What follows belongs to an exercise in optimizing a design on an open flow for small area, a short achievable clock period and few clock cycles per item; a production flow would make more cautious choices.
The RTL was checked by simulation tests, not by an equivalence proof against the original design.
Power is estimated from default activity; no workload was simulated.

Design pe8_feeder, start of the top module:
module pe8_feeder #(
  parameter int N      = 32,
  parameter int Q      = 19,
  parameter int E8     = 10,
  parameter int PE_LAT = 3
) (
  input  logic            clk,
  input  logic            rst_n,
  input  logic            i_start,
  input  logic [E8-1:0]   i_cfg_en,
  output logic            o_busy,
  input  logic            i_s_valid,
  output logic            o_s_ready,
  input  logic [N-1:0]    i_s_data,
  input  logic [N-1:0]    i_s_weight,
  output logic [14*N-1:0] o_pe_in,
  output logic [14*N-1:0] o_pe_w,
  output logic [E8-1:0]   o_pe_en,
  input  logic [7*N-1:0]  i_pe_res,
  output logic            o_m_valid,
  input  logic            i_m_ready,
  output logic [N-1:0]    o_m_data,
  output logic            o_m_last,
  output logic            o_done
);
  if (Q >= N || PE_LAT < 1) begin : g_param_check
    $error("pe8_feeder: parameters need Q < N and PE_LAT >= 1");
  end
  logic          r_p_v;             
  logic [E8-1:0] r_p_cfg;
  logic          r_l_v;             
  logic [E8-1:0] r_l_cfg;
  logic [3:0]    r_idx;             
  logic          r_s_ready;
  logic          r_b_v;             
  logic [E8-1:0] r_b_cfg;
  logic          r_pe_on;           
  logic [1:0]    r_bc;              
  logic [E8-1:0] r_pe_en;
  logic          r_done;
  logic [N-1:0]  r_sd [14];
  logic [N-1:0]  r_sw [14];
  logic [N-1:0]  r_bd [3];
  logic [N-1:0]  r_bw [3];
  logic [N-1:0]  r_res [7];
  ...
Size: about 2200 cells after synthesis, about 0.045 mm2 of cells after synthesis.
clock: 4.0 ns
lec_check: 0
cap_margin: 20
core_margin: 2
core_utilization: 30
cts_buf_list: sky130_fd_sc_hd__clkbuf_8
cts_cluster_size: 40
setup_slack_margin: 2.3
slew_margin: 20
run.sh (not shown) runs the stock make flow with config.mk's settings and CLKGATE_MAP_FILE= SYNTH_SCRIPT=/design/flow/synth_recipe.tcl, a recipe that flattens the netlist after the stock synthesis.
The baseline completed with no timing, DRC or antenna violations.
Testbench counts at the start, summed over its fixed seeds: cycles 3,394, jobs 320.
Then changed:
--- a/flow/config.mk
+++ b/flow/config.mk
@@ -9,6 +9,3 @@
 export CORE_MARGIN = 2
 export CORE_UTILIZATION = 30
-export CTS_BUF_LIST = sky130_fd_sc_hd__clkbuf_8
-export CTS_CLUSTER_SIZE = 40
-export SETUP_SLACK_MARGIN = 2.3
 export SLEW_MARGIN = 20
Result: Cell area fell by 6.7%. Setup slack is worse by 420 ps. Fmax fell by 14%. Via count fell by 13%. Worst hold slack is worse by 280 ps. Wire length fell by 22%. Sequential share of layout area rose by 4.2 points. Die area does not change. First-iteration DRC count fell by 26%. Clock skew fell by 40 ps. Register-to-register slack is worse by 360 ps.
Then changed:
--- a/flow/config.mk
+++ b/flow/config.mk
@@ -8,4 +8,5 @@
 export CAP_MARGIN = 20
 export CORE_MARGIN = 2
-export CORE_UTILIZATION = 30
+export CORE_UTILIZATION = 50
+export SETUP_SLACK_MARGIN = 2.3
 export SLEW_MARGIN = 20
Outcome: Now the flow stopped in 3_2_place_iop (PPL-0024). Synthesized cell count stays the same. Synthesized area stays the same.
Then changed:
--- a/flow/config.mk
+++ b/flow/config.mk
@@ -8,5 +8,7 @@
 export CAP_MARGIN = 20
 export CORE_MARGIN = 2
-export CORE_UTILIZATION = 50
-export SETUP_SLACK_MARGIN = 2.3
+export CORE_UTILIZATION = 30
+export CTS_CLUSTER_DIAMETER = 100
+export CTS_CLUSTER_SIZE = 30
+export SETUP_SLACK_MARGIN = 1.65
 export SLEW_MARGIN = 20
=>
- The changed run ran to the end with no violations
- area after synthesis stays the same
- synthesized cell count stays the same
Then changed:
--- a/flow/config.mk
+++ b/flow/config.mk
@@ -8,7 +8,4 @@
 export CAP_MARGIN = 20
 export CORE_MARGIN = 2
-export CORE_UTILIZATION = 30
-export CTS_CLUSTER_DIAMETER = 100
-export CTS_CLUSTER_SIZE = 30
-export SETUP_SLACK_MARGIN = 1.65
+export CORE_UTILIZATION = 60
 export SLEW_MARGIN = 20
Effect: With this change the flow stopped in 3_2_place_iop. Synthesized cell count is unchanged. Area after synthesis does not change.


Another version of the RTL of pe8_feeder (not shown whole).
Size: roughly 2000 cells after synthesis, about 1300 flip-flops, about 1200 I/O pins.
export LEC_CHECK = 0
export CAP_MARGIN = 20
export CORE_MARGIN = 2
export CORE_UTILIZATION = 30
export CTS_CLUSTER_DIAMETER = 100
export CTS_CLUSTER_SIZE = 25
export SETUP_SLACK_MARGIN = 1.95
export SLEW_MARGIN = 50
export TNS_END_PERCENT = 5
create_clock -name core_clock -period 4.0 [get_ports {clk}]
standard.sh (not shown) runs the stock make flow with config.mk's settings and CLKGATE_MAP_FILE= SYNTH_SCRIPT=/design/flow/synth_recipe.tcl, a recipe that flattens the netlist after the stock synthesis.
==> flow/flow/run.sh <==
#!/bin/bash
# Standard ORFS layout with three changes: the pins of each data bit share a stretch of the die
# edge (flow/io.tcl, run just before pin placement), every port is buffered by buf_2 instead of
# the default delay-cell buffer, and repair may resize across cell footprints.
set -euo pipefail
bash standard.sh finish \
  "PRE_IO_PLACEMENT_TCL=$PWD/flow/io.tcl" \
  "BUFFER_PORTS_ARGS=-buffer_cell sky130_fd_sc_hd__buf_2" \
  MATCH_CELL_FOOTPRINT=0 > flow_make.log 2>&1
==> flow/flow/io.tcl <==
# Pin regions: the pins of each data bit b (i_s_data/i_s_weight[b], o_pe_in/o_pe_w[32*s+b],
# i_pe_res[32*w+b], o_m_data[b]) share one stretch of the die edge, so the registers of that
# bit sit next to their pins. The control pins get a stretch of their own.
set block [ord::get_db_block]
set dbu [[ord::get_db_tech] getDbUnitsPerMicron]
set die [$block getDieArea]
set W [expr {([$die xMax] - [$die xMin]) / double($dbu)}]
set H [expr {([$die yMax] - [$die yMin]) / double($dbu)}]

proc esc {name idx} { return "$name\[$idx\]" }

set groups {}
for {set b 0} {$b < 32} {incr b} {
  set pins {}
  lappend pins [esc i_s_data $b] [esc i_s_weight $b] [esc o_m_data $b]
  for {set s 0} {$s < 14} {incr s} {
    lappend pins [esc o_pe_in [expr {32 * $s + $b}]] [esc o_pe_w [expr {32 * $s + $b}]]
  }
  for {set w 0} {$w < 7} {incr w} { lappend pins [esc i_pe_res [expr {32 * $w + $b}]] }
  lappend groups $pins
}
set ctl {clk rst_n i_start o_busy i_s_valid o_s_ready o_m_valid i_m_ready o_m_last o_done}
for {set i 0} {$i < 10} {incr i} { lappend ctl [esc i_cfg_en $i] [esc o_pe_en $i] }
# control pins in the middle of the top edge
set order [concat [lrange $groups 0 20] [list $ctl] [lrange $groups 21 31]]

# walk the edges: bottom (left to right), right (bottom to top), top (right to left), left (top to
# bottom); the vertical-layer pins of the bottom and top edges pack closer, so those edges take more
set counts {10 6 10 7}
set margin 4.0
set i 0
for {set side 0} {$side < 4} {incr side} {
  set cnt [lindex $counts $side]
  if {$side == 0 || $side == 2} { set len $W } else { set len $H }
  set step [expr {($len - 2 * $margin) / $cnt}]
  for {set k 0} {$k < $cnt} {incr k} {
    set pins [lindex $order $i]
    set a [expr {$margin + $k * $step}]
    set e [expr {$a + $step}]
    switch $side {
      0 { set reg "bottom:[format %.2f $a]-[format %.2f $e]" }
      1 { set reg "right:[format %.2f $a]-[format %.2f $e]" }
      2 { set reg "top:[format %.2f [expr {$len - $e}]]-[format %.2f [expr {$len - $a}]]" }
      3 { set reg "left:[format %.2f [expr {$len - $e}]]-[format %.2f [expr {$len - $a}]]" }
    }
    set_io_pin_constraint -region $reg -pin_names $pins
    incr i
  }
}
The starting point finished clean.
Testbench counts at the start, summed over its fixed seeds: cycles 3,394, jobs 320.
==> next run, changes <==
--- a/flow/flow/io.tcl
+++ b/flow/flow/io.tcl
@@ -22,6 +22,6 @@
 set ctl {clk rst_n i_start o_busy i_s_valid o_s_ready o_m_valid i_m_ready o_m_last o_done}
 for {set i 0} {$i < 10} {incr i} { lappend ctl [esc i_cfg_en $i] [esc o_pe_en $i] }
-# control pins in the middle of the top edge
-set order [concat [lrange $groups 0 20] [list $ctl] [lrange $groups 21 31]]
+# control pins in the middle of the sequence, so they sit mid-way along an edge
+set order [concat [lrange $groups 0 15] [list $ctl] [lrange $groups 16 31]]
 
 # walk the edges: bottom (left to right), right (bottom to top), top (right to left), left (top to
SETUP_SLACK_MARGIN = 1.9   (was 1.95)
Result:
- The changed run ran to the end with no violations
- synthesized cell count stays the same
- global-route usage went up by 0.34 points
- routed wire length is higher by 2.1%
- setup slack loses 25 ps
- non-clock buffer count is lower by 22
- cell count fell by 0.69%
- via count is about the same
==> next run, changes <==
SETUP_SLACK_MARGIN = 1.95   (was 1.9)
TNS_END_PERCENT = 1   (was 5)
The changed run completed without violations.
Worst setup slack gains 17 ps.
Final cell count hardly moves.
Design area stays flat.
Routed wire length came out higher by about 0.47%.
Hold slack hardly moves.
Sequential power barely changes.
Area after synthesis does not change.
Power is about the same.
Count of clock-buffer cells in the layout is unchanged.
Maximum frequency rose by 0.79%.
Die area is unchanged.
==> next run, changes <==
SLEW_MARGIN = 20   (was 50)
TNS_END_PERCENT = default   (was 1)
Effect: The changed run finished with timing, DRC and antenna clean; worst setup slack gets better by 5.8 ps; wire length went up by 1.9%; sequential power went up by about 3%; clock power grows by about 3%; power increases by 6.0%; global-route usage came out higher by 0.54 points; design area grows by 4.7%; worst hold slack got worse by 8.5 ps; fmax hardly moves.
==> next run, changes <==
SLEW_MARGIN = 30   (was 20)
TNS_END_PERCENT = 5   (was default)
Wire length came out lower by 0.98%.
Area after synthesis is unchanged.
Cell area came out lower by 4.9%.
Synthesized cell count does not change.
Clock-buffer cell count is unchanged.
Combinational power came out lower by 13%.
Via count came out lower by 2.3%.
Die area is unchanged.


The RTL this note starts from:
==> flow/design.v <==
module pe8_feeder #(
  parameter int N      = 32,
  parameter int Q      = 19,
  parameter int E8     = 10,
  parameter int PE_LAT = 3
) (
  input  logic            clk,
  input  logic            rst_n,
  input  logic            i_start,
  input  logic [E8-1:0]   i_cfg_en,
  output logic            o_busy,
  input  logic            i_s_valid,
  output logic            o_s_ready,
  input  logic [N-1:0]    i_s_data,
  input  logic [N-1:0]    i_s_weight,
  output logic [14*N-1:0] o_pe_in,
  output logic [14*N-1:0] o_pe_w,
  output logic [E8-1:0]   o_pe_en,
  input  logic [7*N-1:0]  i_pe_res,
  output logic            o_m_valid,
  input  logic            i_m_ready,
  output logic [N-1:0]    o_m_data,
  output logic            o_m_last,
  output logic            o_done
);
  if (Q >= N || PE_LAT < 1) begin : g_param_check
    $error("pe8_feeder: parameters need Q < N and PE_LAT >= 1");
  end
  logic          r_p_v;             
  logic [E8-1:0] r_p_cfg;
  logic          r_l_v;             
  logic [E8-1:0] r_l_cfg;
  logic [3:0]    r_idx;             
  logic          r_s_ready;
  logic          r_b_v;             
  logic [E8-1:0] r_b_cfg;
  logic          r_pe_on;           
  logic [1:0]    r_bc;              
  logic [E8-1:0] r_pe_en;
  logic          r_done;
  logic [N-1:0]  r_sd [14];
  logic [N-1:0]  r_sw [14];
  logic [N-1:0]  r_bd [3];
  logic [N-1:0]  r_bw [3];
  logic [N-1:0]  r_res [7];
  logic [6:0]    r_rv;              
  logic [6:0]    r_rl;              
  logic w_l_full, w_s_hs, w_last_hs, w_start, w_l_take;
  logic w_b_end, w_b_now, w_b_start, w_b_v_nxt, w_pe_on_nxt, w_l_v_nxt;
  logic [3:0] w_idx_nxt;
  logic w_m_hs, w_cap, w_cap_full;
  logic [6:0] w_t, w_rv_sh;
  assign w_l_full  = r_l_cfg[E8-1];
  assign w_s_hs    = i_s_valid & r_s_ready;
  assign w_last_hs = w_s_hs & (r_idx == (w_l_full ? 4'd7 : 4'd13));
  assign w_start   = i_start & ~r_p_v;
  assign w_l_take  = (~r_l_v | w_last_hs) & (r_p_v | w_start);
  assign w_l_v_nxt = w_l_take | (r_l_v & ~w_last_hs);
  assign w_idx_nxt = w_l_take ? 4'd0 : (w_s_hs ? r_idx + 4'd1 : r_idx);
  assign w_b_end   = r_pe_on & (r_bc == 2'd3);
  assign w_b_now   = w_last_hs & ~r_pe_on &
                     (w_l_full ? (r_rv[6:4] == 3'd0) : (r_rv == 7'd0));
  assign w_b_start = r_b_v & ~r_pe_on &
                     (r_b_cfg[E8-1] ? (r_rv[6:4] == 3'd0) : (r_rv == 7'd0));
  assign w_pe_on_nxt = w_b_now | w_b_start | (r_pe_on & ~w_b_end);
  assign w_b_v_nxt   = w_last_hs | (r_b_v & ~w_b_end);
  assign w_s_ready_nxt = w_l_v_nxt & ((w_idx_nxt < 4'd3) | ~w_b_v_nxt |
                                      (w_pe_on_nxt & r_pe_on & (r_bc == 2'd2)));
  always_ff @(posedge clk or negedge rst_n) begin
    if (!rst_n) begin
      r_p_v     <= 1'b0;
      r_l_v     <= 1'b0;
      r_s_ready <= 1'b0;
      r_b_v     <= 1'b0;
      r_pe_on   <= 1'b0;
      r_pe_en   <= {E8{1'b0}};
      r_rv      <= 7'd0;
      r_done    <= 1'b0;
    end else begin
      r_p_v     <= r_p_v ? ~w_l_take : (w_start & ~w_l_take);
      r_l_v     <= w_l_v_nxt;
      r_s_ready <= w_s_ready_nxt;
      r_b_v     <= w_b_v_nxt;
      r_pe_on   <= w_pe_on_nxt;
      r_pe_en   <= w_b_now ? r_l_cfg : (w_pe_on_nxt ? r_b_cfg : {E8{1'b0}});
      r_rv      <= w_cap ? (w_cap_full ? (r_cap_lo ? 7'b0000001 : w_rv_sh | 7'b0010000)
                                       : 7'b1111111)
                         : w_rv_sh;
      r_done    <= w_m_hs & r_rl[0];
    end
  end
  always_ff @(posedge clk) begin
    r_idx <= w_idx_nxt;
    r_bc  <= r_pe_on ? r_bc + 2'd1 : 2'd0;
    if (w_start & ~r_p_v & ~w_l_take) r_p_cfg <= i_cfg_en;
    if (w_l_take) r_l_cfg <= r_p_v ? r_p_cfg : i_cfg_en;
    if (w_last_hs) r_b_cfg <= r_l_cfg;
  end
  logic          w_s_ready_nxt, w_l_full_nxt;
  logic [2:0]    r_we_b;            
  logic [13:0]   r_we_s;            
  logic          r_zero;            
  logic [N-1:0]  w_zd, w_zw;
  assign w_l_full_nxt = w_l_take ? (r_p_v ? r_p_cfg[E8-1] : i_cfg_en[E8-1]) : w_l_full;
  assign w_zd = r_zero ? {N{1'b0}} : i_s_data;
  assign w_zw = r_zero ? {N{1'b0}} : i_s_weight;
  always_ff @(posedge clk) begin
    for (int k = 0; k < 3; k++) r_we_b[k] <= w_l_v_nxt & (w_idx_nxt == 4'(k));
    for (int k = 0; k < 3; k++) r_we_s[k] <= w_s_ready_nxt & (w_idx_nxt == 4'd3);
    for (int k = 3; k < 8; k++) r_we_s[k] <= w_s_ready_nxt & (w_idx_nxt == 4'(k));
    for (int k = 8; k < 14; k++)
      r_we_s[k] <= w_s_ready_nxt & ((w_idx_nxt == 4'(k)) | ((w_idx_nxt == 4'd3) & w_l_full_nxt));
    r_zero <= (w_idx_nxt == 4'd3);
  end
  always_ff @(posedge clk) begin
    for (int k = 0; k < 3; k++) begin
      if (r_we_b[k]) begin
        r_bd[k] <= i_s_data;
        r_bw[k] <= i_s_weight;
      end
      if (r_we_s[k]) begin
        r_sd[k] <= r_bd[k];
        r_sw[k] <= r_bw[k];
      end
    end
    for (int k = 3; k < 8; k++) begin
      if (r_we_s[k]) begin
        r_sd[k] <= i_s_data;
        r_sw[k] <= i_s_weight;
      end
    end
    for (int k = 8; k < 14; k++) begin
      if (r_we_s[k]) begin
        r_sd[k] <= w_zd;
        r_sw[k] <= w_zw;
      end
    end
  end
  logic r_cap;                      
  logic r_cap_lo;                   
  logic [N-1:0] w_res4;
  assign w_m_hs = r_rv[0] & i_m_ready;
  always_comb begin
    w_t[0] = w_m_hs | ~r_rv[0];
    for (int k = 1; k < 7; k++) w_t[k] = w_t[k-1] | ~r_rv[k];
  end
  assign w_rv_sh    = ({1'b0, r_rv[6:1]} & w_t) | (r_rv & ~w_t);
  assign w_cap      = r_cap;
  assign w_cap_full = r_b_cfg[E8-1];
  assign w_res4     = w_cap_full ? i_pe_res[N-1:0] : i_pe_res[4*N +: N];
  always_ff @(posedge clk or negedge rst_n) begin
    if (!rst_n) begin
      r_cap    <= 1'b0;
      r_cap_lo <= 1'b0;
    end else begin
      r_cap    <= r_pe_on & (r_bc == 2'd2);
      r_cap_lo <= r_pe_on & (r_bc == 2'd2) & (~r_b_cfg[E8-1] | (w_rv_sh == 7'd0));
    end
  end
  always_ff @(posedge clk) begin
    for (int k = 0; k < 4; k++) begin
      if (r_cap_lo) begin
        r_res[k] <= i_pe_res[k*N +: N];
        r_rl[k]  <= (k == 0) & w_cap_full;
      end else if (w_t[k]) begin
        r_res[k] <= r_res[k+1];
        r_rl[k]  <= r_rl[k+1];
      end
    end
    for (int k = 4; k < 6; k++) begin
      if (r_cap) begin
        r_res[k] <= (k == 4) ? w_res4 : i_pe_res[k*N +: N];
        r_rl[k]  <= (k == 4) & w_cap_full;
      end else if (w_t[k]) begin
        r_res[k] <= r_res[k+1];
        r_rl[k]  <= r_rl[k+1];
      end
    end
    if (r_cap) begin
      r_res[6] <= i_pe_res[6*N +: N];
      r_rl[6]  <= 1'b1;
    end
  end
  for (genvar k = 0; k < 14; k++) begin : g_slot
    assign o_pe_in[k*N +: N] = r_sd[k];
    assign o_pe_w[k*N +: N]  = r_sw[k];
  end
  assign o_busy    = r_p_v;
  assign o_s_ready = r_s_ready;
  assign o_pe_en   = r_pe_en;
  assign o_m_valid = r_rv[0];
  assign o_m_data  = r_res[0];
  assign o_m_last  = r_rl[0];
  assign o_done    = r_done;
endmodule
clock: 4.0 ns
lec_check: 0
cap_margin: 20
core_margin: 2
core_utilization: 30
cts_buf_list: sky130_fd_sc_hd__clkbuf_8 sky130_fd_sc_hd__clkbuf_16
cts_cluster_diameter: 100
cts_cluster_size: 25
setup_slack_margin: 1.95
slew_margin: 20
==> flow/flow/io.tcl <==
# Pin regions: the pins of each data bit b (i_s_data/i_s_weight[b], o_pe_in/o_pe_w[32*s+b],
# i_pe_res[32*w+b], o_m_data[b]) share one stretch of the die edge, so the registers of that
# bit sit next to their pins. The control pins get a stretch of their own.
set block [ord::get_db_block]
set dbu [[ord::get_db_tech] getDbUnitsPerMicron]
set die [$block getDieArea]
set W [expr {([$die xMax] - [$die xMin]) / double($dbu)}]
set H [expr {([$die yMax] - [$die yMin]) / double($dbu)}]

proc esc {name idx} { return "$name\[$idx\]" }

set groups {}
for {set b 0} {$b < 32} {incr b} {
  set pins {}
  lappend pins [esc i_s_data $b] [esc i_s_weight $b] [esc o_m_data $b]
  for {set s 0} {$s < 14} {incr s} {
    lappend pins [esc o_pe_in [expr {32 * $s + $b}]] [esc o_pe_w [expr {32 * $s + $b}]]
  }
  for {set w 0} {$w < 7} {incr w} { lappend pins [esc i_pe_res [expr {32 * $w + $b}]] }
  lappend groups $pins
}
set ctl {clk rst_n i_start o_busy i_s_valid o_s_ready o_m_valid i_m_ready o_m_last o_done}
for {set i 0} {$i < 10} {incr i} { lappend ctl [esc i_cfg_en $i] [esc o_pe_en $i] }
# control pins in the middle of the sequence, so they sit mid-way along an edge
set order [concat [lrange $groups 0 15] [list $ctl] [lrange $groups 16 31]]

# walk the edges: bottom (left to right), right (bottom to top), top (right to left), left (top to
# bottom); the vertical-layer pins of the bottom and top edges pack closer, so those edges take more
set counts {10 6 10 7}
set margin 4.0
set i 0
for {set side 0} {$side < 4} {incr side} {
  set cnt [lindex $counts $side]
  if {$side == 0 || $side == 2} { set len $W } else { set len $H }
  set step [expr {($len - 2 * $margin) / $cnt}]
  for {set k 0} {$k < $cnt} {incr k} {
    set pins [lindex $order $i]
    set a [expr {$margin + $k * $step}]
    set e [expr {$a + $step}]
    switch $side {
      0 { set reg "bottom:[format %.2f $a]-[format %.2f $e]" }
      1 { set reg "right:[format %.2f $a]-[format %.2f $e]" }
      2 { set reg "top:[format %.2f [expr {$len - $e}]]-[format %.2f [expr {$len - $a}]]" }
      3 { set reg "left:[format %.2f [expr {$len - $e}]]-[format %.2f [expr {$len - $a}]]" }
    }
    set_io_pin_constraint -region $reg -pin_names $pins
    incr i
  }
}
Scripts as last shown in full above: flow/flow/run.sh
The first run produced a clean layout.
Testbench counts at the start, summed over its fixed seeds: cycles 3,394, jobs 320.
Edit:
Settings changed: CTS_BUF_LIST sky130_fd_sc_hd__clkbuf_8 sky130_fd_sc_hd__clkbuf_16 to default, SLEW_MARGIN 20 to 50, TNS_END_PERCENT from default to 5.
Combinational power rises by 18%.
Die area stays the same.
Via count rises by 0.46%.
Edit:
--- a/flow/flow/run.sh
+++ b/flow/flow/run.sh
@@ -7,3 +7,4 @@
   "PRE_IO_PLACEMENT_TCL=$PWD/flow/io.tcl" \
   "BUFFER_PORTS_ARGS=-buffer_cell sky130_fd_sc_hd__buf_2" \
+  "PLACE_PINS_ARGS=-min_distance 1 -min_distance_in_tracks" \
   MATCH_CELL_FOOTPRINT=0 > flow_make.log 2>&1
Settings changed: CORE_AREA from default to 5 5 315 315, CORE_MARGIN 2 to default, CORE_UTILIZATION 30 to default, DIE_AREA from default to 0 0 320 320, PLACE_DENSITY from default to 0.65, SLEW_MARGIN 50 to 20, TNS_END_PERCENT 5 to default.
Outcome: The new run finished with timing, DRC and antenna clean; routed wire length went up by a few percent; via count goes up by a few percent; sequential power went up by a few percent; maximum frequency grows by a few percent; utilization goes up by 21 points; cell area shrinks by a few percent; setup slack gains 0.047 ns; hold slack is worse by 0.13 ns.
Edit:
--- a/flow/flow/run.sh
+++ b/flow/flow/run.sh
@@ -7,4 +7,3 @@
   "PRE_IO_PLACEMENT_TCL=$PWD/flow/io.tcl" \
   "BUFFER_PORTS_ARGS=-buffer_cell sky130_fd_sc_hd__buf_2" \
-  "PLACE_PINS_ARGS=-min_distance 1 -min_distance_in_tracks" \
   MATCH_CELL_FOOTPRINT=0 > flow_make.log 2>&1
Settings changed: CORE_AREA 5 5 315 315 to default, CORE_MARGIN from default to 2, CORE_UTILIZATION from default to 30, DIE_AREA 0 0 320 320 to default, PLACE_DENSITY 0.65 to default, SETUP_SLACK_MARGIN 1.95 to 1.9, SLEW_MARGIN 20 to 50.
Effect:
- worst setup slack got worse by 0.049 ns
- total power rises slightly
- flip-flop and latch count is unchanged
- core utilization falls by 21 points
- global-route usage falls by 9.7 points
- area after synthesis stays the same

port drivers added, routing unchanged:
How much do the figures lean on ideal ports? The routed layouts below were timed once more, with nothing changed but the port constraints. Step 1: set_driving_cell puts a clkbuf_16 on clk and a buf_2 on each other input, an assumption about the parent block. Step 2, shift: input delay + t, output delay - t, t = (earliest + latest rising clock arrival at the registers) / 2. This alone moves slack from input paths to output paths. Three values: ideal ports, drivers, drivers and shift; two values: the first two.
| run | t, ns | slack for setup (ns) | worst hold slack (ns) | cell pins on the clock port's net |
|---|---|---|---|---|
| the first run of note 1 | 1.034 | 1.528 / 1.454 / 0.859 | 0.334 / 0.296 / 0.355 | 1 |
| the second run of note 1 | 0.837 | 1.109 / 1.032 / 0.556 | 0.057 / 0.009 / 0.406 | 1 |
| the fourth run of note 1 | 0.744 | 1.676 / 1.638 / 0.962 | 0.382 / 0.382 / 0.382 | 1 |
| the first run of note 2 | 0.724 | 1.852 / 1.795 / 1.278 | 0.081 / 0.081 / 0.412 | 1 |
| the second run of note 2 | 0.764 | 1.827 / 1.746 / 1.230 | 0.083 / 0.088 / 0.419 | 1 |
| the third run of note 2 | 0.762 | 1.844 / 1.769 / 1.256 | 0.082 / 0.090 / 0.419 | 1 |
| the fourth run of note 2 | 0.758 | 1.850 / 1.770 / 1.280 | 0.073 / 0.081 / 0.416 | 1 |
| the fifth run of note 2 | 0.758 | 1.836 / 1.757 / 1.259 | 0.084 / 0.096 / 0.412 | 1 |
| the first run of note 3 | 0.748 | 1.912 / 1.829 / 1.426 | 0.150 / 0.093 / 0.410 | 1 |
| the second run of note 3 | 0.752 | 1.817 / 1.736 / 1.531 | 0.280 / 0.239 / 0.412 | 1 |
| the third run of note 3 | 0.723 | 1.864 / 1.793 / 1.492 | 0.148 / 0.164 / 0.417 | 1 |
| the fourth run of note 3 | 0.750 | 1.815 / 1.733 / 1.434 | 0.115 / 0.063 / 0.409 | 1 |
After both steps every run listed still meets setup and hold. For the fourth run of note 1, which loses most, drivers alone change the setup slack by -0.038 ns; drivers and shift together by -0.714 ns.
